What follows belongs to an exercise in optimizing a design on an open flow for small area, a short achievable clock period and few clock cycles per item; a production flow would make more cautious choices.
The RTL was checked by simulation tests, not by an equivalence proof against the original design.

==> flow/design.v, too long to show whole: its modules and the start of the top module <==
// module pid_mc_core: 369 lines
// module mul_i: 1319 lines
// module mul_p: 791 lines
// module mul_d: 835 lines
module pid_mc_core #(
   parameter int                        W         = 16,
   parameter int                        FRAC      = 15,
   parameter int                        IACC_W    = 32,
   parameter int                        NCH       = 4,
   parameter logic signed [IACC_W-1:0]  I_ACC_MAX = 32'sh0FFFFFFF,
   parameter logic signed [IACC_W-1:0]  I_ACC_MIN = -32'sh10000000,
   parameter int                        DF_SHIFT  = 2,
   localparam int                       CH_W      = $clog2(NCH)
) (
   input  logic            clk,
   input  logic            rst_n,
   input  logic            in_valid,
   output logic            in_ready,
   input  logic [CH_W-1:0] in_ch,
   input  logic [W-1:0]    v_in,
   input  logic [W-1:0]    v_ref,
   input  logic            cfg_we,
   input  logic [CH_W-1:0] cfg_ch,
   input  logic [1:0]      cfg_sel,
   input  logic [W-1:0]    cfg_data,
   input  logic            ch_clr,
   input  logic [CH_W-1:0] ch_clr_id,
   output logic            out_valid,
   output logic [CH_W-1:0] out_ch,
   output logic [W-1:0]    u_out,
   output logic            u_sat
);
  // ...
==> flow/run.sh <==
#!/bin/bash
# synth_recipe.tcl (not shown) runs the flow's synth.tcl, then flattens the netlist and writes it again
# the make line also repeats each setting of config.mk as NAME=value (left out here)
make -C /OpenROAD-flow-scripts/flow DESIGN_CONFIG=/design/flow/config.mk WORK_HOME=/design/flow/orfs CLKGATE_MAP_FILE= SYNTH_SCRIPT=/design/flow/synth_recipe.tcl finish
==> flow/config.mk <==
export PLATFORM = sky130hd
export DESIGN_NAME = pid_mc_core
export DESIGN_NICKNAME = pid_mc_core
export VERILOG_FILES = /design/flow/design.v
export SDC_FILE = /design/flow/constraint.sdc
export NUM_CORES = 4
export LEC_CHECK = 0
export ABC_AREA = 1
export CAP_MARGIN = 20
export CORE_MARGIN = 2
export CORE_UTILIZATION = 40
export SETUP_SLACK_MARGIN = 5
export SLEW_MARGIN = 20
==> flow/constraint.sdc <==
create_clock -name core_clock -period 10.0 [get_ports {clk}]
set_input_delay 2.0000 -clock core_clock [delete_from_list [all_inputs] [get_ports {clk}]]
set_output_delay 2.0000 -clock core_clock [all_outputs]
set_load 0.01 [all_outputs]
==> impl_metrics.ini, run 1 <==
[worst_setup_path]
crit_slowest_cell = a21boi_0
cp_num_buf_inv = 3
crit_start = s4_dist[0]
worstSetupStartpointType = register

[cts]
postCtsSetupRepairBufs = 0
cts_max_path_buffers = 3
cts_sinks = 1273
cts_tree = done

[worst_hold_path]
min_path_type = reg -> reg

[place]
dpl.cell_count = 10200
dp_hpwl_mm = 169

[run_status]
outcome = complete, no violations

[final_layout]
areaGrowthSynthToFinish_pct = 11.1
fin_util_pct = 44.7
largest_reg_flops = 116
seq_share_pct = 37.0
buffers_excl_clock = 147
layout-drive-gt1-share_pct = 5.09

[yosys]
syn_inst = 7977
yosysUniqueCellTypes = 63
synth-edff-count = 376
synth_top_area_share_pct = 23.8
synth_area_leaders = dfxtp_1 24%, edfxtp_1 16%, fa_1 11%, xor2_1 8.2%, nand2_1 7.2%
ys_ff_latch = 1273
synth_top_family_by_area = adder cells
synth-compound-area-share_pct = 12.1

[timing]
fin_worst_skew_ns = 0.0493
tightest_slew_ns = 1.04
fmax_mhz = 217
rsz0062_at_grt = yes

[floorplan]
io-pin-count = 82
die_w_um = 428
dieArea_mm2 = 0.183

[routing]
met3_length_mm = 17.1
ant_nets = 0
highest_layer = met5
wl_per_cell_um = 21.6
route.met2.wl_mm = 101

[grt]
grtUsageMet3_pct = 4.24
Testbench counts, summed over its fixed seeds: cycles 4,997, items 4,800.
==> run 2, diff against run 1 <==
==> flow/flow/run.sh (new file) <==
#!/bin/bash
# Standard layout, with timing repair aimed below the clock period: repair_timing
# works towards a setup slack of MARGIN ns at the design's period.
set -euo pipefail
MARGIN=${MARGIN:-6.7}
bash standard.sh synth > synth.log 2>&1
bash standard.sh SETUP_SLACK_MARGIN=$MARGIN finish > layout.log 2>&1
==> flow/standard.sh (new file) <==
#!/bin/bash
# synth_recipe.tcl (not shown) runs the flow's synth.tcl, then flattens the netlist and writes it again
# the make line also repeats each setting of config.mk as NAME=value (left out here)
make -C /OpenROAD-flow-scripts/flow DESIGN_CONFIG=/design/flow/config.mk WORK_HOME=/design/flow/orfs CLKGATE_MAP_FILE= SYNTH_SCRIPT=/design/flow/synth_recipe.tcl "${@:-finish}"
removed: flow/run.sh
==> impl_metrics.ini, run 2 <==
[run_status]
outcome = complete, no violations

[timing]
drv_slew = 0
rsz0062_at_grt = yes
hold_viol_final = 0
finalCritPeriodShare_pct = 37.0
slew_headroom_pct = 22.4
tightest_slew_ns = 1.16
setup_viol = 0
setup_tns_ns = 0
period_minus_slack_ns = 3.70
fmax_mhz = 270
fin_worst_skew_ns = 0.0804

[worst_setup_path]
critical_path_class = reg -> reg
max_stage_delay_ns = 0.35
end_kind = register
crit_slowest_cell = dfxtp_4
worstSetupStartpointType = register
cp.arrival_ns = 4.41
path_max_fanout = 6
crit_family = simple AND/OR/NAND/NOR gates
cp_num_buf_inv = 12
ff2ff_setup_slack_ns = 6.30
required_ns = 10.71

[yosys]
yosysUniqueCellTypes = 63
yosysMostFrequentCell = nand2_1
yosysSeqAreaShare_pct = 41.1
yosys.area.top_type = dfxtp_1
async_flop_share_pct = 3.53
synth_top_area_share_pct = 23.8
synth_area_leaders = dfxtp_1 24%, edfxtp_1 16%, fa_1 11%, xor2_1 8.2%, nand2_1 7.2%
syn-num-nets = 8761
synth-edff-count = 376
yosysWarnings = 13
avgSynthCellArea_um2 = 9.00
synth_ff_type = dfxtp_1
synth_commonest_cells = 1385 x nand2_1, 1143 x inv_1, 852 x dfxtp_1, 669 x xor2_1, 611 x o22ai_1
ys_ff_latch = 1273
synth_area_mm2 = 0.0718
syn_inst = 7977

[flow_run]
maxCapViolCount = 0

[routing]
via_per_inst = 5.59
route.met2.wl_mm = 114
vias = 61900
drc = 0
highest_layer = met5
wl_met1_mm = 108
firstDrtPassIters = 9
met3_length_mm = 26.0
ant_nets = 0
drt_iter0_drc = 6654
wl_per_cell_um = 23.6
totalWireLength_mm = 262

[cts]
clkTransAtPathRegs_ns = 0.07
cts_hold_buf = 0
cts_max_path_buffers = 3
h-tree-depth = 4
cts_buffers = 139
cts_root_buffer = clkbuf_16
cts_tree = done
clkLatencyLatePin_ns = 0.85
cts_sinks = 1273

[grt]
grt_usage_pct = 27.3
grt_pass1_vias = 60000
antenna_found_initial = 13
grt_max_degree = 52
grt_overflow = 0
grt_pass1_wl_mm = 378

[final_layout]
top_register = ac_a
largest_reg_flops = 116
stdcell_area_mm2 = 0.0936
nNetsFinal = 9394
layout_common_cells = 1268 x nand2_1, 930 x inv_1, 718 x dfxtp_1
layout-drive-gt1-share_pct = 26.1
n_antenna_cell = 0
layout_commonest_cell = nand2_1
top_regs = ac_a x116, ep_a x68
areaGrowthSynthToFinish_pct = 30.4

[place]
portBuffers = 81
gp_congestion = 0.964
dp_hpwl_mm = 168
place_area_mm2 = 0.0748

[floorplan]
io-pin-count = 82
dieArea_mm2 = 0.183
num_rows = 155
die_y_um = 428
die_w_um = 428
core_mm2 = 0.178
initial_core_util_pct = 40.2

[worst_hold_path]
min_path_type = reg -> reg
==> run 2: cell counts after synthesis <==
No cell type changed its count.
==> run 2: repair_timing <==
| item | in CTS | in global routing |
|---|---|---|
| cloned | 54 | 9 |
| setup buffers | 415 | 194 |
| gates resized for setup | 1225 | 759 |
| pin swaps | 316 | 464 |
| setup endpoints to repair | 470 | 315 |
==> run 2: cell families after synthesis <==
group | after synthesis | synth area share (%)
flops | 1273 | 41.1
xor+xnor | 730 | 8.91
buf+inv | 1534 | 8.13
mux | 3 | 0.0470
simple gates | 2231 | 13.1
compound gates | 1483 | 12.1
fa+ha+maj | 723 | 16.6
==> run 2: worst paths after layout <==
| path | endpoint | depth (start not counted) | startpoint |
|---|---|---|---|
| setup / recovery | s5_p[39] | 29 | s4_dist[1] |
| hold / removal | s5_e[1] | 0 | s4_e[1] |
| setup reg to reg | s5_p[39] | 29 | s4_dist[1] |
| hold reg to reg | s5_e[1] | 0 | s4_e[1] |
| max in group asynchronous | s4_v | 2 | rst_n |
| min in group asynchronous | age[3][0] | 2 | rst_n |
==> run 2: final cells by class <==
class,instances,area (µm²)
Fill cell,15500,84800
Clock buffer,198,3930
Tap cell,2355,2950
Timing Repair Buffer,794,8360
Clock inverter,60,882
Timing Repair inverter,11,78.8
Inverter,1209,5110
Multi-Input combinational cell,5182,42500
Sequential cell,1273,29800
==> run 2: layer usage <==
layer | track usage [%] | vias up
met1 | 37.5 | 30200
met2 | 41.6 | 3248
met4 | 12.0 | 8
met5 | 0 | -
li1 | - | 27600
met3 | 5.60 | 776
==> run 2: per-stage QoR <==
stage	setup WS [ns]	util [%]	hold WS, ns	std cells
after floorplan	6.68	-	0.310	7977
after global placement	4.69	41.9	0.311	10200
after detailed placement	4.85	41.9	0.312	10200
after CTS	6.39	49.6	0.291	10900
after global routing	6.16	52.5	0.322	11100
final	6.30	52.5	0.290	11100
==> run 3, diff against run 2 <==
==> flow/flow/run.sh (replaced) <==
#!/bin/bash
# Standard layout, with timing repair aimed below the clock period: repair_timing
# works towards a setup slack of MARGIN ns at the design's period.
set -euo pipefail
MARGIN=${MARGIN:-6.0}
bash standard.sh synth > synth.log 2>&1
bash standard.sh SETUP_SLACK_MARGIN=$MARGIN finish > layout.log 2>&1
==> impl_metrics.ini, run 3 <==
[worst_hold_path]
hold_depth = 0
holdPathEnd = s5_e[16]
hold_start = s4_e[16]
min_path_type = reg -> reg

[place]
portBuffers = 81
dp_hpwl_mm = 169
gp_congestion = 0.965

[final_layout]
largest_reg_flops = 116
fill_cells = 17100
layout_commonest_cell = nand2_1
nNetsFinal = 8788
top_regs = ac_a x116, ep_a x68
top_register = ac_a
layout-drive-gt1-share_pct = 7.77
layout_common_cells = 1366 x nand2_1, 1131 x inv_1, 840 x dfxtp_1
areaGrowthSynthToFinish_pct = 13.6

[floorplan]
die_y_um = 428
dieArea_mm2 = 0.183
die_w_um = 428
io-pin-count = 82
core_mm2 = 0.178
num_rows = 155
initial_core_util_pct = 40.2

[yosys]
yosysSeqAreaShare_pct = 41.1
avgSynthCellArea_um2 = 9.00
yosys.area.top_type = dfxtp_1
synth_commonest_cells = 1385 x nand2_1, 1143 x inv_1, 852 x dfxtp_1, 669 x xor2_1, 611 x o22ai_1
syn-num-nets = 8761
synth_top_area_share_pct = 23.8
yosysMostFrequentCell = nand2_1
yosysWarnings = 13
async_flop_share_pct = 3.53
ys_ff_latch = 1273
synth_area_leaders = dfxtp_1 24%, edfxtp_1 16%, fa_1 11%, xor2_1 8.2%, nand2_1 7.2%
synth-edff-count = 376
yosysUniqueCellTypes = 63
synth_ff_type = dfxtp_1
synth_area_mm2 = 0.0718
syn_inst = 7977

[timing]
hold_viol_final = 0
slew_headroom_pct = 29.6
fmax_mhz = 255
tightest_slew_ns = 1.06
drv_slew = 0
setup_tns_ns = 0
whs_ns = 0.312
setup_viol = 0
rsz0062_at_grt = yes
fin_worst_skew_ns = 0.0526
period_minus_slack_ns = 3.92
finalCritPeriodShare_pct = 39.2

[routing]
drt_iter0_drc = 5510
drc = 0
firstDrtPassIters = 6
wl_per_cell_um = 22.4
via_per_inst = 5.44
ant_nets = 0
vias = 57100
totalWireLength_mm = 235

[worst_setup_path]
end_kind = register
path_max_fanout = 11
crit_slowest_cell = dfxtp_1
cp_num_buf_inv = 2
max_stage_delay_ns = 0.71
worstSetupStartpointType = register
ff2ff_setup_slack_ns = 6.08
timing.rr.end = s3_mds[18]
cp.arrival_ns = 4.52
crit_family = adder cells
reg2reg_depth = 7
reg2reg_from = s2_dn[2]
required_ns = 10.61
crit_chain = inv_1 -> xor2_1 -> fa_1 -> inv_1 -> fa_1 -> fa_1 -> fa_1
critical_path_class = reg -> reg
cpMostUsedCell = fa_1

[grt]
antenna_found_initial = 15
grt_pass1_wl_mm = 347
grt_usage_pct = 25.0
grt_overflow = 0
grt_pass1_vias = 55400
grt_max_degree = 67

[run_status]
outcome = complete, no violations

[cts]
cts_max_path_buffers = 3
cts_tree = done
cts_buffers = 141
cts_sinks = 1273
cts_root_buffer = clkbuf_16
clkLatencyLatePin_ns = 0.81
clkTransAtPathRegs_ns = 0.06
h-tree-depth = 4

[flow_run]
maxCapViolCount = 0
[run 3: cell type report]
class                      instances  area, µm²  area share, %
antenna                            7       17.5         0.0215
clock inverter                    67       1020           1.25
multi-input combinational       5177      37400           45.9
clock buffer                     192       3890           4.77
sequential                      1273      29500           36.2
timing repair buffer             202       2190           2.68
inverter                        1209       4590           5.63
tap                             2355       2950           3.61
[run 3: worst max path at each step]
stage,startpoint,end,slack (ns),cells past startpoint
after floorplan,s4_dist[0],s5_p[28],6.25,26
after global placement,s5_e[16],s5_p[18],4.89,19
after detailed placement,s1_ch[1],s2_df[16],5.02,24
after CTS,s1_ch[0],s2_df[16],5.86,24
after global routing,s1_vr[0],s2_df[17],5.86,21
final,s2_dn[2],s3_mds[18],6.08,7
[run 3: timing repair]
action	CTS	global route
hold endpoints to repair	0	0
buffers inserted	15	28
pin swaps	10	27
cloned	12	8
resized for setup	112	175
hold buffers	0	0
setup endpoints to repair	232	206
[run 3: worst reg2reg max path, delay by kind of cell (launching register included)]
family | cells | cell delay (ns)
DFF | 1 | 0.71
adders and majority gates | 4 | 2.20
xor gates and xnor gates | 1 | 0.28
buffers and inverters | 2 | 0.55
[run 3: per-stage QoR]
stage / utilization, % / setup WS [ns] / area [µm²] / std cells
floorplan: - / 6.25 / 71800 / 7977
global placement: 41.9 / 4.89 / 74800 / 10200
detailed placement: 41.9 / 5.02 / 74800 / 10200
CTS: 45.1 / 5.86 / 80500 / 10400
global route: 45.7 / 5.86 / 81600 / 10500
finish: 45.7 / 6.08 / 81600 / 10500
[run 3: kinds of logic (layout without fill, tap and decap cells)]
| logic type | after synthesis | count (layout) | synth area share, % |
|---|---|---|---|
| buffers and inverters | 1534 | 1670 | 8.13 |
| adder cells (fa/ha/maj) | 723 | 723 | 16.6 |
| other | 0 | 7 | 0 |
| flip-flops | 1273 | 1273 | 41.1 |
| multiplexers | 3 | 3 | 0.0470 |
| AND/OR/NAND/NOR | 2231 | 2238 | 13.1 |
| AO/OA/AOI/OAI | 1483 | 1483 | 12.1 |
| XOR/XNOR | 730 | 730 | 8.91 |
[run 3: per-layer routing]
metal / wire [µm] / vias up / track usage, %
met3: 19400 / 459 / 4.54
li1: - / 26400 / -
met5: 103 / - / 0
met4: 9760 / 16 / 10.1
met1: 102000 / 27600 / 34.6
met2: 104000 / 2534 / 38.6
==> module pid_mc_core, before the edit <==
module pid_mc_core #(
   parameter int                        W         = 16,
   parameter int                        FRAC      = 15,
   parameter int                        IACC_W    = 32,
   parameter int                        NCH       = 4,
   parameter logic signed [IACC_W-1:0]  I_ACC_MAX = 32'sh0FFFFFFF,
   parameter logic signed [IACC_W-1:0]  I_ACC_MIN = -32'sh10000000,
   parameter int                        DF_SHIFT  = 2,
   localparam int                       CH_W      = $clog2(NCH)
) (
   input  logic            clk,
   input  logic            rst_n,
   input  logic            in_valid,
   output logic            in_ready,
   input  logic [CH_W-1:0] in_ch,
   input  logic [W-1:0]    v_in,
   input  logic [W-1:0]    v_ref,
   input  logic            cfg_we,
   input  logic [CH_W-1:0] cfg_ch,
   input  logic [1:0]      cfg_sel,
   input  logic [W-1:0]    cfg_data,
   input  logic            ch_clr,
   input  logic [CH_W-1:0] ch_clr_id,
   output logic            out_valid,
   output logic [CH_W-1:0] out_ch,
   output logic [W-1:0]    u_out,
   output logic            u_sat
);
   localparam int AW  = 29;
   localparam int EW  = W + 1;           
   localparam int DW  = W + 2;           
   localparam int MW  = AW + W;          
   localparam int PW  = EW + W;          
   localparam int QW  = DW + W;          
   localparam int PDW = 20;              
   localparam int SW  = MW - FRAC + 1;   
   localparam logic signed [AW-1:0] A_MAX = 268435455;
   localparam logic signed [AW-1:0] A_MIN = -268435456;
   localparam logic signed [AW:0]   A_HI  = 268435455;
   localparam logic signed [AW:0]   A_LO  = -268435456;
   localparam logic signed [SW-1:0] S_MAX = 32767;
   localparam logic signed [SW-1:0] S_MIN = -32768;
   logic                  accept;
   logic                  s1_v;
   logic [CH_W-1:0]       s1_ch;
   logic [W-1:0]          s1_vr, s1_vi;
   logic signed [EW-1:0]  s1_e;
   logic                  cq_we;
   logic [CH_W-1:0]       cq_ch;
   logic [1:0]            cq_sel;
   logic [W-1:0]          cq_data;
   logic                  clq_en;
   logic [CH_W-1:0]       clq_id;
   logic [2:0]            age   [NCH];
   logic                  dirty [NCH];
   logic [2:0]            age_n   [NCH];
   logic                  dirty_n [NCH];
   logic                  block;
   assign accept = in_valid && in_ready;
   always_comb begin
      block = 1'b0;
      for (int c = 0; c < NCH; c++) begin
         if (accept && in_ch == CH_W'(c))  age_n[c] = 3'd0;
         else if (age[c] != 3'd4)          age_n[c] = age[c] + 3'd1;
         else                              age_n[c] = 3'd4;
         if (cfg_we && cfg_sel == 2'd1 && cfg_ch == CH_W'(c)) dirty_n[c] = 1'b1;
         else if (accept && in_ch == CH_W'(c))                dirty_n[c] = 1'b0;
         else                                                 dirty_n[c] = dirty[c];
         if (dirty_n[c] && age_n[c] != 3'd4) block = 1'b1;
      end
   end
   always_ff @(posedge clk or negedge rst_n) begin
      if (!rst_n) begin
         in_ready <= 1'b0;
         s1_v     <= 1'b0;
         cq_we    <= 1'b0;
         clq_en   <= 1'b0;
         for (int c = 0; c < NCH; c++) begin
            age[c]   <= 3'd4;
            dirty[c] <= 1'b0;
         end
      end else begin
         in_ready <= !block;
         s1_v     <= accept;
         cq_we    <= cfg_we;
         clq_en   <= ch_clr;
         for (int c = 0; c < NCH; c++) begin
            age[c]   <= age_n[c];
            dirty[c] <= dirty_n[c];
         end
      end
   end
   always_ff @(posedge clk) begin
      s1_ch   <= in_ch;
      s1_vr   <= v_ref;
      s1_vi   <= v_in;
      cq_ch   <= cfg_ch;
      cq_sel  <= cfg_sel;
      cq_data <= cfg_data;
      clq_id  <= ch_clr_id;
   end
   logic signed [W-1:0]   kp_a [NCH];
   logic signed [W-1:0]   ki_a [NCH];
   logic signed [W-1:0]   kd_a [NCH];
   logic signed [EW-1:0]  ep_a [NCH];
   logic signed [AW-1:0]  ac_a [NCH];
   logic [2:0]            kv   [NCH];
   logic                  ez   [NCH];
   logic                  az   [NCH];
   logic                  s5_v;
   logic [CH_W-1:0]       s5_ch;
   logic signed [AW-1:0]  acc_new;
   logic                  hold, a_hi, a_lo;
   for (genvar c = 0; c < NCH; c++) begin : g_ch
      always_ff @(posedge clk) begin
         if (cq_we && cq_ch == CH_W'(c)) begin
            case (cq_sel)
               2'd0:    kp_a[c] <= cq_data;
               2'd1:    ki_a[c] <= cq_data;
               2'd2:    kd_a[c] <= cq_data;
               default: ;
            endcase
         end
      end
      always_ff @(posedge clk or negedge rst_n) begin
         if (!rst_n)                                   kv[c] <= '0;
         else if (cq_we && cq_ch == CH_W'(c) && cq_sel != 2'd3)
            kv[c][cq_sel] <= 1'b1;
      end
      always_ff @(posedge clk) begin
         if (s1_v && s1_ch == CH_W'(c)) ep_a[c] <= s1_e;
      end
      always_ff @(posedge clk or negedge rst_n) begin
         if (!rst_n)                               ez[c] <= 1'b1;
         else if (clq_en && clq_id == CH_W'(c))    ez[c] <= 1'b1;
         else if (s1_v && s1_ch == CH_W'(c))       ez[c] <= 1'b0;
      end
      always_ff @(posedge clk) begin
         if (s5_v && s5_ch == CH_W'(c)) ac_a[c] <= acc_new;
      end
      always_ff @(posedge clk or negedge rst_n) begin
         if (!rst_n)                               az[c] <= 1'b1;
         else if (clq_en && clq_id == CH_W'(c))    az[c] <= 1'b1;
         else if (s5_v && s5_ch == CH_W'(c))       az[c] <= 1'b0;
      end
   end
   logic                  s2_v, s3_v, s4_v;
   logic [CH_W-1:0]       s2_ch, s3_ch, s4_ch;
   logic signed [W-1:0]   kp_r, ki_r, kd_r;
   logic signed [EW-1:0]  ep_r;
   logic signed [AW-1:0]  ac_r;
   logic                  fwd1;
   logic [1:0]            dist1;
   logic [2:0]            kv_r;
   logic [7:0]            kp_one, kp_two, kp_neg;
   logic [7:0]            ki_one, ki_two, ki_neg;
   logic [7:0]            kd_one, kd_two, kd_neg;
   assign s1_e = $signed({s1_vr[W-1], s1_vr}) - $signed({s1_vi[W-1], s1_vi});
   assign kv_r = kv[s1_ch];
   assign kp_r = kv_r[0] ? kp_a[s1_ch] : '0;
   assign ki_r = kv_r[1] ? ki_a[s1_ch] : '0;
   assign kd_r = kv_r[2] ? kd_a[s1_ch] : '0;
   assign ep_r = ez[s1_ch] ? '0 : ep_a[s1_ch];
   assign ac_r = az[s1_ch] ? '0 : ac_a[s1_ch];
   always_comb begin
      for (int j = 0; j < 8; j++) begin
         logic b0, b1, b2;
         b0 = (j == 0) ? 1'b0 : kp_r[2*j-1]; b1 = kp_r[2*j]; b2 = kp_r[2*j+1];
         kp_one[j] = b1 ^ b0;
         kp_two[j] = (b2 & ~b1 & ~b0) | (~b2 & b1 & b0);
         kp_neg[j] = b2;
         b0 = (j == 0) ? 1'b0 : ki_r[2*j-1]; b1 = ki_r[2*j]; b2 = ki_r[2*j+1];
         ki_one[j] = b1 ^ b0;
         ki_two[j] = (b2 & ~b1 & ~b0) | (~b2 & b1 & b0);
         ki_neg[j] = b2;
         b0 = (j == 0) ? 1'b0 : kd_r[2*j-1]; b1 = kd_r[2*j]; b2 = kd_r[2*j+1];
         kd_one[j] = b1 ^ b0;
         kd_two[j] = (b2 & ~b1 & ~b0) | (~b2 & b1 & b0);
         kd_neg[j] = b2;
      end
   end
   always_comb begin
      if (s2_v && s2_ch == s1_ch)      begin fwd1 = 1'b1; dist1 = 2'd0; end
      else if (s3_v && s3_ch == s1_ch) begin fwd1 = 1'b1; dist1 = 2'd1; end
      else if (s4_v && s4_ch == s1_ch) begin fwd1 = 1'b1; dist1 = 2'd2; end
      else if (s5_v && s5_ch == s1_ch) begin fwd1 = 1'b1; dist1 = 2'd3; end
      else                             begin fwd1 = 1'b0; dist1 = 2'd0; end
   end
   logic                  s2_fwd;
   logic [1:0]            s2_dist;
   logic signed [EW-1:0]  s2_e;
   logic signed [DW-1:0]  s2_df;
   logic signed [AW-1:0]  s2_mi;
   logic signed [W-1:0]   s2_ki;
   logic [7:0]            s2_p1, s2_p2, s2_pn, s2_i1, s2_i2, s2_in, s2_d1, s2_d2, s2_dn;
   always_ff @(posedge clk or negedge rst_n) begin
      if (!rst_n) s2_v <= 1'b0;
      else        s2_v <= s1_v;
   end
   always_ff @(posedge clk) begin
      s2_ch   <= s1_ch;
      s2_fwd  <= fwd1;
      s2_dist <= dist1;
      s2_e    <= s1_e;
      s2_df   <= s1_e - ep_r;
      s2_mi   <= fwd1 ? ep_r : ac_r;
      s2_ki   <= ki_r;
      s2_p1   <= kp_one;
      s2_p2   <= kp_two;
      s2_pn   <= kp_neg;
      s2_i1   <= ki_one;
      s2_i2   <= ki_two;
      s2_in   <= ki_neg;
      s2_d1   <= kd_one;
      s2_d2   <= kd_two;
      s2_dn   <= kd_neg;
   end
   logic [MW-1:0] mi_s, mi_c;
   logic [34:0]   mp_s, mp_c;
   logic [34:0]   md_s, md_c;
   mul_i u_mi (.a(s2_mi), .one(s2_i1), .two(s2_i2), .neg(s2_in), .ps(mi_s), .pc(mi_c));
   mul_p u_mp (.a(s2_e),  .one(s2_p1), .two(s2_p2), .neg(s2_pn), .ps(mp_s), .pc(mp_c));
   mul_d u_md (.a(s2_df), .one(s2_d1), .two(s2_d2), .neg(s2_dn), .ps(md_s), .pc(md_c));
   logic                  s3_fwd;
   logic [1:0]            s3_dist;
   logic signed [EW-1:0]  s3_e;
   logic signed [W-1:0]   s3_ki;
   logic [MW-1:0]         s3_mis, s3_mic;
   logic [34:0]           s3_mps, s3_mpc;
   logic [34:0]           s3_mds, s3_mdc;
   always_ff @(posedge clk or negedge rst_n) begin
      if (!rst_n) s3_v <= 1'b0;
      else        s3_v <= s2_v;
   end
   always_ff @(posedge clk) begin
      s3_ch   <= s2_ch;
      s3_fwd  <= s2_fwd;
      s3_dist <= s2_dist;
      s3_e    <= s2_e;
      s3_ki   <= s2_ki;
      s3_mis  <= mi_s;
      s3_mic  <= mi_c;
      s3_mps  <= mp_s;
      s3_mpc  <= mp_c;
      s3_mds  <= md_s;
      s3_mdc  <= md_c;
   end
   localparam int CW = 35;
   logic signed [MW-1:0]  m3;
   logic                  cp, cd;
   logic [FRAC:0]         lp, ld;
   logic [PDW-1:0]        r0, r1, r2, r3, t0, t1, u0, u1;
   assign m3  = s3_mis + s3_mic;
   assign lp  = {1'b0, s3_mps[FRAC-1:0]} + {1'b0, s3_mpc[FRAC-1:0]};
   assign ld  = {1'b0, s3_mds[FRAC-1:0]} + {1'b0, s3_mdc[FRAC-1:0]};
   assign cp  = lp[FRAC];
   assign cd  = ld[FRAC];
   assign r0  = s3_mps[CW-1:FRAC];
   assign r1  = s3_mpc[CW-1:FRAC];
   assign r2  = s3_mds[CW-1:FRAC];
   assign r3  = s3_mdc[CW-1:FRAC];
   assign t0  = r0 ^ r1 ^ r2;
   assign t1  = {(r0[PDW-2:0] & r1[PDW-2:0]) | (r0[PDW-2:0] & r2[PDW-2:0]) |
                 (r1[PDW-2:0] & r2[PDW-2:0]), cp};
   assign u0  = t0 ^ t1 ^ r3;
   assign u1  = {(t0[PDW-2:0] & t1[PDW-2:0]) | (t0[PDW-2:0] & r3[PDW-2:0]) |
                 (t1[PDW-2:0] & r3[PDW-2:0]), cd};
   logic                  s4_fwd;
   logic [1:0]            s4_dist;
   logic signed [EW-1:0]  s4_e;
   logic signed [W-1:0]   s4_ki;
   logic signed [MW-1:0]  s4_m;
   logic [PDW-1:0]        s4_u0, s4_u1;
   always_ff @(posedge clk or negedge rst_n) begin
      if (!rst_n) s4_v <= 1'b0;
      else        s4_v <= s3_v;
   end
   always_ff @(posedge clk) begin
      s4_ch   <= s3_ch;
      s4_fwd  <= s3_fwd;
      s4_dist <= s3_dist;
      s4_e    <= s3_e;
      s4_ki   <= s3_ki;
      s4_m    <= m3;
      s4_u0   <= u0;
      s4_u1   <= u1;
   end
   logic signed [MW-1:0]  s5_p, h0_p, h1_p, h2_p;
   logic                  h0_hd, h0_hi, h0_lo, h1_hd, h1_hi, h1_lo, h2_hd, h2_hi, h2_lo;
   logic signed [MW-1:0]  pv_p, pv_pm, ki_max, ki_min, p4;
   logic                  pv_hd, pv_hi, pv_lo;
   logic signed [MW-1:0]  kix;
   always_comb begin
      case (s4_dist)
         2'd0:    begin pv_p = s5_p; pv_hd = hold;  pv_hi = a_hi;  pv_lo = a_lo;  end
         2'd1:    begin pv_p = h0_p; pv_hd = h0_hd; pv_hi = h0_hi; pv_lo = h0_lo; end
         2'd2:    begin pv_p = h1_p; pv_hd = h1_hd; pv_hi = h1_hi; pv_lo = h1_lo; end
         default: begin pv_p = h2_p; pv_hd = h2_hd; pv_hi = h2_hi; pv_lo = h2_lo; end
      endcase
   end
   assign kix    = s4_ki;
   assign ki_max = (kix <<< 28) - kix;
   assign ki_min = -(kix <<< 28);
   assign pv_pm  = pv_p + s4_m;
   always_comb begin
      if (!s4_fwd)    p4 = s4_m;
      else if (pv_hd) p4 = pv_p;
      else if (pv_hi) p4 = ki_max;
      else if (pv_lo) p4 = ki_min;
      else            p4 = pv_pm;
   end
   logic signed [PDW-1:0] pd4;
   assign pd4 = s4_u0 + s4_u1;
   logic signed [AW-1:0]  ac4_r;
   assign ac4_r = (s5_v && s5_ch == s4_ch) ? acc_new : az[s4_ch] ? '0 : ac_a[s4_ch];
   logic signed [EW-1:0]  s5_e;
   logic signed [PDW-1:0] s5_pd;
   logic signed [AW-1:0]  s5_ac;
   always_ff @(posedge clk or negedge rst_n) begin
      if (!rst_n) s5_v <= 1'b0;
      else        s5_v <= s4_v;
   end
   always_ff @(posedge clk) begin
      s5_ch <= s4_ch;
      s5_e  <= s4_e;
      s5_pd <= pd4;
      s5_p  <= p4;
      s5_ac <= ac4_r;
   end
   logic signed [SW-1:0]  s, x0, x2;
   logic                  s_hi, s_lo, sat;
   logic signed [AW:0]    a_sum;
   logic [W-1:0]          u_n;
   assign x0   = s5_p >>> FRAC;
   assign x2   = s5_pd;
   assign s    = x0 + x2;
   assign s_hi = (s > S_MAX);
   assign s_lo = (s < S_MIN);
   assign sat  = s_hi || s_lo;
   assign u_n  = s_hi ? 16'h7FFF : s_lo ? 16'h8000 : s[W-1:0];
   assign hold = sat && (s5_e[EW-1] == s[SW-1]);
   assign a_sum   = s5_ac + s5_e;
   assign a_hi    = (a_sum > A_HI);
   assign a_lo    = (a_sum < A_LO);
   assign acc_new = hold ? s5_ac : a_hi ? A_MAX : a_lo ? A_MIN : a_sum[AW-1:0];
   always_ff @(posedge clk) begin
      h0_p  <= s5_p;
      h0_hd <= hold;
      h0_hi <= a_hi;
      h0_lo <= a_lo;
      h1_p  <= h0_p;
      h1_hd <= h0_hd;
      h1_hi <= h0_hi;
      h1_lo <= h0_lo;
      h2_p  <= h1_p;
      h2_hd <= h1_hd;
      h2_hi <= h1_hi;
      h2_lo <= h1_lo;
   end
   always_ff @(posedge clk or negedge rst_n) begin
      if (!rst_n) out_valid <= 1'b0;
      else        out_valid <= s5_v;
   end
   always_ff @(posedge clk) begin
      out_ch <= s5_ch;
      u_out  <= u_n;
      u_sat  <= sat;
   end
endmodule
==> run 4, diff against run 3 <==
--- a/flow/design.v
+++ b/flow/design.v
@@ -51,22 +51,22 @@
    logic [W-1:0]          cq_data;
    logic                  clq_en;
    logic [CH_W-1:0]       clq_id;
-   logic [2:0]            age   [NCH];
+   logic [1:0]            age   [NCH];
    logic                  dirty [NCH];
-   logic [2:0]            age_n   [NCH];
+   logic [1:0]            age_n   [NCH];
    logic                  dirty_n [NCH];
    logic                  block;
    assign accept = in_valid && in_ready;
    always_comb begin
       block = 1'b0;
       for (int c = 0; c < NCH; c++) begin
-         if (accept && in_ch == CH_W'(c))  age_n[c] = 3'd0;
-         else if (age[c] != 3'd4)          age_n[c] = age[c] + 3'd1;
-         else                              age_n[c] = 3'd4;
+         if (accept && in_ch == CH_W'(c))  age_n[c] = 2'd0;
+         else if (age[c] != 2'd3)          age_n[c] = age[c] + 2'd1;
+         else                              age_n[c] = 2'd3;
          if (cfg_we && cfg_sel == 2'd1 && cfg_ch == CH_W'(c)) dirty_n[c] = 1'b1;
          else if (accept && in_ch == CH_W'(c))                dirty_n[c] = 1'b0;
          else                                                 dirty_n[c] = dirty[c];
-         if (dirty_n[c] && age_n[c] != 3'd4) block = 1'b1;
+         if (dirty_n[c] && age_n[c] != 2'd3) block = 1'b1;
       end
    end
    always_ff @(posedge clk or negedge rst_n) begin
@@ -76,7 +76,7 @@
          cq_we    <= 1'b0;
          clq_en   <= 1'b0;
          for (int c = 0; c < NCH; c++) begin
-            age[c]   <= 3'd4;
+            age[c]   <= 2'd3;
             dirty[c] <= 1'b0;
          end
       end else begin
@@ -161,7 +161,7 @@
    assign ki_r = kv_r[1] ? ki_a[s1_ch] : '0;
    assign kd_r = kv_r[2] ? kd_a[s1_ch] : '0;
    assign ep_r = ez[s1_ch] ? '0 : ep_a[s1_ch];
-   assign ac_r = az[s1_ch] ? '0 : ac_a[s1_ch];
+   assign ac_r = (s5_v && s5_ch == s1_ch) ? acc_new : az[s1_ch] ? '0 : ac_a[s1_ch];
    always_comb begin
       for (int j = 0; j < 8; j++) begin
          logic b0, b1, b2;
@@ -183,7 +183,6 @@
       if (s2_v && s2_ch == s1_ch)      begin fwd1 = 1'b1; dist1 = 2'd0; end
       else if (s3_v && s3_ch == s1_ch) begin fwd1 = 1'b1; dist1 = 2'd1; end
       else if (s4_v && s4_ch == s1_ch) begin fwd1 = 1'b1; dist1 = 2'd2; end
-      else if (s5_v && s5_ch == s1_ch) begin fwd1 = 1'b1; dist1 = 2'd3; end
       else                             begin fwd1 = 1'b0; dist1 = 2'd0; end
    end
    logic                  s2_fwd;
@@ -285,8 +284,8 @@
       s4_u0   <= u0;
       s4_u1   <= u1;
    end
-   logic signed [MW-1:0]  s5_p, h0_p, h1_p, h2_p;
-   logic                  h0_hd, h0_hi, h0_lo, h1_hd, h1_hi, h1_lo, h2_hd, h2_hi, h2_lo;
+   logic signed [MW-1:0]  s5_p, h0_p, h1_p;
+   logic                  h0_hd, h0_hi, h0_lo, h1_hd, h1_hi, h1_lo;
    logic signed [MW-1:0]  pv_p, pv_pm, ki_max, ki_min, p4;
    logic                  pv_hd, pv_hi, pv_lo;
    logic signed [MW-1:0]  kix;
@@ -294,8 +293,7 @@
       case (s4_dist)
          2'd0:    begin pv_p = s5_p; pv_hd = hold;  pv_hi = a_hi;  pv_lo = a_lo;  end
          2'd1:    begin pv_p = h0_p; pv_hd = h0_hd; pv_hi = h0_hi; pv_lo = h0_lo; end
-         2'd2:    begin pv_p = h1_p; pv_hd = h1_hd; pv_hi = h1_hi; pv_lo = h1_lo; end
-         default: begin pv_p = h2_p; pv_hd = h2_hd; pv_hi = h2_hi; pv_lo = h2_lo; end
+         default: begin pv_p = h1_p; pv_hd = h1_hd; pv_hi = h1_hi; pv_lo = h1_lo; end
       endcase
    end
    assign kix    = s4_ki;
@@ -352,10 +350,6 @@
       h1_hd <= h0_hd;
       h1_hi <= h0_hi;
       h1_lo <= h0_lo;
-      h2_p  <= h1_p;
-      h2_hd <= h1_hd;
-      h2_hi <= h1_hi;
-      h2_lo <= h1_lo;
    end
    always_ff @(posedge clk or negedge rst_n) begin
       if (!rst_n) out_valid <= 1'b0;
==> impl_metrics.ini, run 4 <==
[run_status]
outcome = complete, no violations

[yosys]
synth_area_leaders = dfxtp_1 23%, edfxtp_1 16%, fa_1 11%, xor2_1 8.1%, nand2_1 7.5%
syn-num-nets = 8723
synth-compound-area-share_pct = 12.5
syn_inst = 7947
yosysSeqAreaShare_pct = 40.1
synth_commonest_cells = 1419 x nand2_1, 1152 x inv_1, 804 x dfxtp_1, 656 x xor2_1, 552 x o22ai_1
avgSynthCellArea_um2 = 8.92
async_flop_share_pct = 3.36
synth_top_area_share_pct = 22.7
yosys-mux-area-fraction_pct = 0.0477
synth-simple-area-share_pct = 13.4
synth_top_family_by_area = adder cells
yosysMostFrequentCell = nand2_1
synth_area_mm2 = 0.0709
yosys.area_share.xor_xnor_pct = 8.99
yosys.area.top_type = dfxtp_1
synth_fa_ha_area_share_pct = 16.7
ys_ff_latch = 1221
yosysWarnings = 13
yosysUniqueCellTypes = 59
synth_ff_type = dfxtp_1
synth-edff-count = 376

[place]
portBuffers = 81
dp_hpwl_mm = 157
gp_congestion = 0.961
dpl.cell_count = 10100
place_area_mm2 = 0.0739

[cts]
cts_max_path_buffers = 3
cts_buffers = 133
cts_hold_buf = 0
clkLatencyLatePin_ns = 0.80
cts_sinks = 1221
clkTransAtPathRegs_ns = 0.06
cts_root_buffer = clkbuf_16
cts_tree = done
h-tree-depth = 4

[worst_setup_path]
reg2reg_from = s2_in[5]
cpMostUsedCell = fa_1
path_max_fanout = 25
critical_path_class = reg -> reg
setup.worst_path.end = s3_mis[30]
crit_slowest_cell = dfxtp_1
crit_chain = inv_2 -> xor2_1 -> fa_1 -> inv_1 -> fa_1 -> fa_1 -> fa_1
worstSetupStartpointType = register
max_stage_delay_ns = 0.71
cp_num_buf_inv = 2
required_ns = 10.67
cp.depth = 7
cp.arrival_ns = 4.65
crit_start = s2_in[5]
crit_family = adder cells
timing.rr.end = s3_mis[30]
end_kind = register
reg2reg_depth = 7
ff2ff_setup_slack_ns = 6.02

[grt]
grt_pass1_wl_mm = 333
antenna_found_initial = 5
grt_overflow = 0
grt_usage_pct = 23.8
grt_pass1_vias = 55300
grt_max_degree = 67

[timing]
slew_headroom_pct = 24.5
rsz0062_at_grt = no
setup_tns_ns = 0
hold_viol_final = 0
tightest_slew_ns = 1.13
fmax_mhz = 251
drv_slew = 0
finalCritPeriodShare_pct = 39.8
fin_worst_skew_ns = 0.0474
period_minus_slack_ns = 3.98
setup_viol = 0

[floorplan]
initial_core_util_pct = 40.2
num_rows = 154
io-pin-count = 82
dieArea_mm2 = 0.181
die_w_um = 425
core_mm2 = 0.176
die_y_um = 425

[routing]
firstDrtPassIters = 8
wl_per_cell_um = 21.2
drc = 0
via_per_inst = 5.42
drt_iter0_drc = 5315
ant_nets = 0
totalWireLength_mm = 220
vias = 56300

[final_layout]
top_register = ac_a
layout_common_cells = 1406 x nand2_1, 1140 x inv_1, 790 x dfxtp_1
largest_reg_flops = 116
layout-drive-gt1-share_pct = 6.33
top_regs = ac_a x116, ep_a x68
areaGrowthSynthToFinish_pct = 12.4
fill_cells = 17000
layout_commonest_cell = nand2_1
stdcell_area_mm2 = 0.0797
layout.cells.non_filler = 10400
nNetsFinal = 8713

[flow_run]
maxCapViolCount = 0

[worst_hold_path]
min_path_type = reg -> reg
[run 4: layout make-up]
type | instances | area (µm²) | area share, %
multi-input cells | 5194 | 37100 | 46.6
well taps | 2340 | 2930 | 3.68
repair buffers | 178 | 1840 | 2.31
clock inverters | 62 | 897 | 1.13
inverters | 1209 | 4580 | 5.75
diodes | 3 | 7.51 | 0.00942
clock buffers | 182 | 3810 | 4.79
flip-flops and latches | 1221 | 28500 | 35.7
[run 4: kinds of logic (layout without fill, tap and decap cells)]
| family | count (synthesis) | after routing |
|---|---|---|
| simple gates | 2288 | 2294 |
| buf+inv | 1538 | 1631 |
| compound gates | 1458 | 1458 |
| flops | 1221 | 1221 |
| xor+xnor | 724 | 724 |
| fa+ha+maj | 715 | 715 |
| mux | 3 | 3 |
| other cells | 0 | 3 |
[run 4: worst min path at each step]
stage | start | endpoint | slack, ns | cells after the start
finish | s2_fwd | s3_fwd | 0.31 | 0
global route | s2_fwd | s3_fwd | 0.32 | 0
CTS | s2_fwd | s3_fwd | 0.31 | 0
detailed placement | s3_e[8] | s4_e[8] | 0.31 | 0
global placement | s3_fwd | s4_fwd | 0.31 | 0
floorplan | s2_dist[0] | s3_dist[0] | 0.31 | 0
[run 4: timing repair]
action | 4_1_cts | 5_1_grt
pin swaps | 6 | 5
endpoints found under the setup margin | 237 | 183
gates resized for setup | 74 | 102
cloned | 7 | 5
setup buffers | 6 | 20
[run 4: routing by layer]
metal  global-route usage (%)  part of all wire [%]  vias up
li1                         -                     -    26300
met1                     32.5                    43    27200
met2                     37.3                    45     2432
met3                     4.39                   8.1      466
met4                     9.15                   3.9        2
met5                        0                0.0054        -
[run 4: metrics by stage]
step	setup slack (ns)	hold WS [ns]	util, %
5_1_grt	5.98	0.318	45.2
3_3_place_gp	4.78	0.310	41.9
3_5_place_dp	4.76	0.312	42.0
6_report	6.02	0.308	45.2
2_1_floorplan	6.11	0.310	-
4_1_cts	6.00	0.313	44.9
Testbench counts of run 4, summed over its fixed seeds: cycles 4,943, items 4,800.
==> run 5, diff against run 4 <==
==> flow/flow/run.sh (replaced) <==
#!/bin/bash
# Standard layout, with timing repair aimed below the clock period: repair_timing
# works towards a setup slack of MARGIN ns at the design's period.
set -euo pipefail
MARGIN=${MARGIN:-6.55}
bash standard.sh synth > synth.log 2>&1
bash standard.sh SETUP_SLACK_MARGIN=$MARGIN finish > layout.log 2>&1
==> impl_metrics.ini, run 5 <==
[run_status]
outcome = complete, no violations

[timing]
fmax_mhz = 278
fin_worst_skew_ns = 0.0593
setup_tns_ns = 0
setup_viol = 0
setup_ws_ns = 6.40
whs_ns = 0.312
tightest_slew_ns = 1.08
period_minus_slack_ns = 3.60
slew_headroom_pct = 27.2
finalCritPeriodShare_pct = 36.0
drv_slew = 0
hold_viol_final = 0
rsz0062_at_grt = yes

[yosys]
yosysUniqueCellTypes = 59
async_flop_share_pct = 3.36
yosysMostFrequentCell = nand2_1
yosysWarnings = 13
synth_area_leaders = dfxtp_1 23%, edfxtp_1 16%, fa_1 11%, xor2_1 8.1%, nand2_1 7.5%
synth_ff_type = dfxtp_1
synth_area_mm2 = 0.0709
synth-edff-count = 376
synth_top_area_share_pct = 22.7
syn_inst = 7947
yosysSeqAreaShare_pct = 40.1
yosys.area.top_type = dfxtp_1
avgSynthCellArea_um2 = 8.92
ys_ff_latch = 1221
syn-num-nets = 8723
synth_commonest_cells = 1419 x nand2_1, 1152 x inv_1, 804 x dfxtp_1, 656 x xor2_1, 552 x o22ai_1

[floorplan]
io-pin-count = 82
die_y_um = 425
initial_core_util_pct = 40.2
num_rows = 154
die_w_um = 425
dieArea_mm2 = 0.181
core_mm2 = 0.176

[worst_setup_path]
required_ns = 10.75
path_max_fanout = 11
cp.arrival_ns = 4.35
reg2reg_depth = 20
ff2ff_setup_slack_ns = 6.40
end_kind = register
timing.rr.end = s5_p[38]
reg2reg_from = s4_dist[0]
critical_path_class = reg -> reg
worstSetupStartpointType = register

[final_layout]
largest_reg_flops = 116
fin_util_pct = 49.2
areaGrowthSynthToFinish_pct = 22.4
layout-drive-gt1-share_pct = 18.1
layout.cells.non_filler = 10800
layout_commonest_cell = nand2_1
layout_common_cells = 1303 x nand2_1, 1043 x inv_1, 704 x dfxtp_1
stdcell_area_mm2 = 0.0867
fill_cells = 16300
top_register = ac_a
top_regs = ac_a x116, ep_a x68
nNetsFinal = 9130

[grt]
grt_overflow = 0
antenna_found_initial = 9
grt_pass1_wl_mm = 350
grt_pass1_vias = 57900
grt_max_degree = 59
grt_usage_pct = 25.1

[routing]
vias = 59500
via_per_inst = 5.51
wl_per_cell_um = 22.1
totalWireLength_mm = 239
drt_iter0_drc = 5932
ant_nets = 0
firstDrtPassIters = 9
drc = 0

[place]
portBuffers = 81
place_area_mm2 = 0.0739
dp_hpwl_mm = 157
dpl.cell_count = 10100
gp_congestion = 0.940
post-place-ws_ns = 4.28

[worst_hold_path]
hold_start = s3_ki[4]
min_path_type = reg -> reg
holdPathEnd = s4_ki[4]
hold_depth = 0

[cts]
cts_root_buffer = clkbuf_16
cts_buffers = 132
cts_max_path_buffers = 3
h-tree-depth = 4
cts_sinks = 1221
cts_hold_buf = 0
cts_tree = done
clkLatencyLatePin_ns = 0.82
clkTransAtPathRegs_ns = 0.06

[flow_run]
maxCapViolCount = 0
==> run 5: area by class of cell <==
class / instances / area [µm²] / share of cell area, %
multi-input cells: 5199 / 39600 / 45.7
diodes: 2 / 5.00 / 0.00577
repair inverters: 14 / 85.1 / 0.0981
clock buffers: 185 / 3740 / 4.32
repair buffers: 577 / 5830 / 6.72
clock inverters: 60 / 833 / 0.961
inverters: 1209 / 5020 / 5.79
flip-flops and latches: 1221 / 28600 / 33.0
well taps: 2340 / 2930 / 3.38
==> run 5: timing repair <==
| item | 4_1_cts | 5_1_grt |
|---|---|---|
| gates resized for setup | 495 | 612 |
| pin swaps | 44 | 205 |
| hold endpoints to repair | 0 | 0 |
| cloned | 23 | 27 |
| setup buffers | 235 | 172 |
| setup endpoints to repair | 447 | 309 |
==> run 5: logic make-up after synthesis <==
kind of cell | share of synthesized area, %
AND/OR/NAND/NOR | 13.4
XOR/XNOR | 8.99
adder cells (fa/ha/maj) | 16.7
multiplexers | 0.0477
buffers and inverters | 8.22
flip-flops | 40.1
AO/OA/AOI/OAI | 12.5
==> run 5: critical path: stages, from the launching register on <==
cell and delay [ns]:
dfxtp_2 0.33, or2_4 0.35, buf_12 0.17, buf_16 0.15
o22a_1 0.16, o21a_2 0.17, ha_4 0.29, buf_4 0.16
a21o_1 0.21, a21oi_2 0.16, o21ai_0 0.15, a21oi_1 0.22
buf_4 0.13, nand4_1 0.07, nand2_1 0.16, a21oi_1 0.06
nor2_1 0.25, nor2_2 0.10, nand3_1 0.09, nand3_1 0.10
nand2_1 0.09
==> run 5: worst max path at each step <==
stage                     startpoint   endpoint  slack (ns)  cells past startpoint
after detailed placement    s1_ch[1]  s2_df[16]        4.28                     23
after CTS                 s4_dist[1]   s5_p[40]        6.41                     22
after floorplan             s1_ch[0]  s2_df[13]        6.45                     21
final                     s4_dist[0]   s5_p[38]        6.40                     20
after global routing      s4_dist[0]   s5_p[38]        6.30                     21
after global placement      s1_ch[1]  s2_df[16]        4.33                     24
==> run 5: per-layer routing <==
layer | track usage (%) | vias up | routed length [µm]
met1 | 33.6 | 28700 | 99900
met5 | 0 | - | 15
met3 | 4.84 | 686 | 21000
met2 | 39.7 | 3042 | 106000
met4 | 10.8 | 2 | 12100
li1 | - | 27100 | -
==> run 6, diff against run 5 <==
==> flow/flow/run.sh (replaced) <==
#!/bin/bash
# Standard layout, with timing repair aimed below the clock period: repair_timing
# works towards a setup slack of MARGIN ns at the design's period.
set -euo pipefail
MARGIN=${MARGIN:-6.3}
bash standard.sh synth > synth.log 2>&1
bash standard.sh SETUP_SLACK_MARGIN=$MARGIN finish > layout.log 2>&1
==> impl_metrics.ini, run 6 <==
[floorplan]
initial_core_util_pct = 40.2
core_mm2 = 0.176
die_y_um = 425
io-pin-count = 82
dieArea_mm2 = 0.181
die_w_um = 425
num_rows = 154

[yosys]
yosys.area.top_type = dfxtp_1
synth_ff_type = dfxtp_1
syn_inst = 7947
synth_area_leaders = dfxtp_1 23%, edfxtp_1 16%, fa_1 11%, xor2_1 8.1%, nand2_1 7.5%
yosysMostFrequentCell = nand2_1
yosysWarnings = 13
synth_top_area_share_pct = 22.7
yosysUniqueCellTypes = 59
async_flop_share_pct = 3.36
avgSynthCellArea_um2 = 8.92
syn-num-nets = 8723
yosysSeqAreaShare_pct = 40.1
synth_area_mm2 = 0.0709
ys_ff_latch = 1221
synth_commonest_cells = 1419 x nand2_1, 1152 x inv_1, 804 x dfxtp_1, 656 x xor2_1, 552 x o22ai_1
synth-edff-count = 376

[routing]
drt_iter0_drc = 5553
via_per_inst = 5.43
wl_per_cell_um = 21.3
vias = 57100
drc = 0
ant_nets = 0
firstDrtPassIters = 6
totalWireLength_mm = 224

[final_layout]
largest_reg_flops = 116
nNetsFinal = 8850
ff_latch_area_mm2 = 0.0285
layout.cells.non_filler = 10500
layout_commonest_cell = nand2_1
areaGrowthSynthToFinish_pct = 15.9
top_regs = ac_a x116, ep_a x68
layout_common_cells = 1387 x nand2_1, 1103 x inv_1, 782 x dfxtp_1
top_register = ac_a
multiInputGateArea_mm2 = 0.0380
layout-drive-gt1-share_pct = 10.2
fill_cells = 16800

[grt]
grt_pass1_vias = 56100
grt_overflow = 0
grt_pass1_wl_mm = 339
antenna_found_initial = 6
grt_max_degree = 64
grt_usage_pct = 24.2

[worst_setup_path]
required_ns = 10.62
path_max_fanout = 24
worstSetupStartpointType = register
cp.arrival_ns = 4.25
timing.rr.end = s3_mis[31]
reg2reg_depth = 8
critical_path_class = reg -> reg
end_kind = register
ff2ff_setup_slack_ns = 6.37
reg2reg_from = s2_in[6]

[cts]
cts_root_buffer = clkbuf_16
clkLatencyLatePin_ns = 0.79
cts_max_path_buffers = 3
cts_hold_buf = 0
cts_sinks = 1221
cts_buffers = 134
h-tree-depth = 4
clkTransAtPathRegs_ns = 0.06
cts_tree = done

[timing]
tightest_slew_ns = 1.09
drv_slew = 0
fin_worst_skew_ns = 0.0639
setup_viol = 0
period_minus_slack_ns = 3.63
fmax_mhz = 276
setup_tns_ns = 0
slew_headroom_pct = 26.9
rsz0062_at_grt = yes
hold_viol_final = 0
finalCritPeriodShare_pct = 36.3

[worst_hold_path]
min_path_type = reg -> reg
hold_depth = 0
holdPathEnd = h1_p[18]
hold_start = h0_p[18]

[flow_run]
maxCapViolCount = 0

[place]
portBuffers = 81
dpl.cell_count = 10100
gp_congestion = 0.961
dp_hpwl_mm = 156

[run_status]
outcome = complete, no violations
## run 6: cell counts after synthesis
No cell type changed its count.
## run 6: cell type report
type                    count  share of cell area (%)
repair buffers            313                    4.14
well taps                2340                    3.56
diodes                      2                 0.00609
clock inverters            55                   0.852
inverters                1209                    5.81
clock buffers             187                    4.70
multi-input cells        5193                    46.2
repair inverters            2                  0.0152
flip-flops and latches   1221                    34.7
## run 6: worst max-delay path, stage by stage, from the launching register on
cell and delay (ns):
dfxtp_1 0.30, buf_4 0.46, inv_2 0.29, xor2_1 0.25, fa_1 0.49, fa_1 0.54, inv_1 0.06, fa_1 0.52
fa_1 0.55
## run 6: repair_timing
action,CTS,global route
buffers inserted,34,117
gates resized for setup,156,306
cloned,19,5
endpoints found under the setup margin,378,292
pin swaps,16,30
## run 6: per-stage QoR
step	util (%)	hold WS, ns	setup WS [ns]	cell area [µm²]
final	46.6	0.314	6.37	82100
after global routing	46.6	0.326	6.20	82100
after CTS	45.3	0.308	6.13	79800
after detailed placement	41.9	0.312	4.23	73900
after global placement	41.9	0.310	4.25	73900
after floorplan	-	0.310	6.32	70900
## run 6: kinds of logic (layout without fill, tap and decap cells)
logic type | count (synthesis) | count (layout) | synth area share [%]
fa+ha+maj | 715 | 715 | 16.7
flops | 1221 | 1221 | 40.1
mux | 3 | 3 | 0.0477
simple gates | 2288 | 2293 | 13.4
compound gates | 1458 | 1458 | 12.5
buf+inv | 1538 | 1766 | 8.22
other cells | 0 | 2 | 0
xor+xnor | 724 | 724 | 8.99
## run 6: worst max-delay path by stage
stage / start / endpoint / slack, ns / depth (start not counted)
2_1_floorplan: s1_ch[1] / s2_df[13] / 6.32 / 21
5_1_grt: s1_ch[1] / s2_df[13] / 6.20 / 20
4_1_cts: s1_ch[1] / s2_df[13] / 6.13 / 21
3_3_place_gp: s1_ch[1] / s2_df[16] / 4.25 / 24
3_5_place_dp: s1_ch[1] / s2_df[13] / 4.23 / 21
6_report: s2_in[6] / s3_mis[31] / 6.37 / 8
## run 6: metal layers
metal / up-vias / wire, µm / GRT usage (%)
met3: 494 / 18100 / 3.95
met1: 27600 / 96600 / 33.4
met5: - / 0 / 0
li1: 26500 / - / -
met2: 2559 / 101000 / 38.1
met4: 0 / 8950 / 9.34

==> afterwards: timing with drivers on the ports <==
In the flow no input, the clock included, has a driving cell. The finished layouts below were timed again as built, in two steps. Step 1 sets driving cells, clkbuf_16 on the clock port and buf_2 on the other inputs (assumed; they add their load-dependent delay and slew). Step 2 adds t to the input delays and takes it off the output delays; t is the mean of the earliest and latest rising clock arrival at the registers after step 1. Input paths then give back, and output paths get back, about the clock's delay inside the block. Slacks: no drivers / after step 1 / after step 2; pairs: no drivers / after step 1.
run	t, ns	setup slack, ns	worst setup path after step 2	latest minus earliest clock arrival (ns)
run 1	0.869	5.401 / 5.401 / 5.401	register to register	0.053 / 0.053
run 2	0.900	6.301 / 6.301 / 6.059	input to register	0.080 / 0.081
run 3	0.871	6.084 / 6.045 / 5.905	input to register	0.055 / 0.055
run 4	0.863	6.021 / 6.021 / 6.021	register to register	0.049 / 0.048
run 5	0.867	6.399 / 6.399 / 6.148	input to register	0.064 / 0.064
run 6	0.845	6.372 / 6.292 / 6.063	input to register	0.070 / 0.071
After both steps setup and hold are still met in every run listed. For run 6, which loses most, drivers alone change the setup slack by -0.080 ns; drivers and shift together by -0.309 ns.
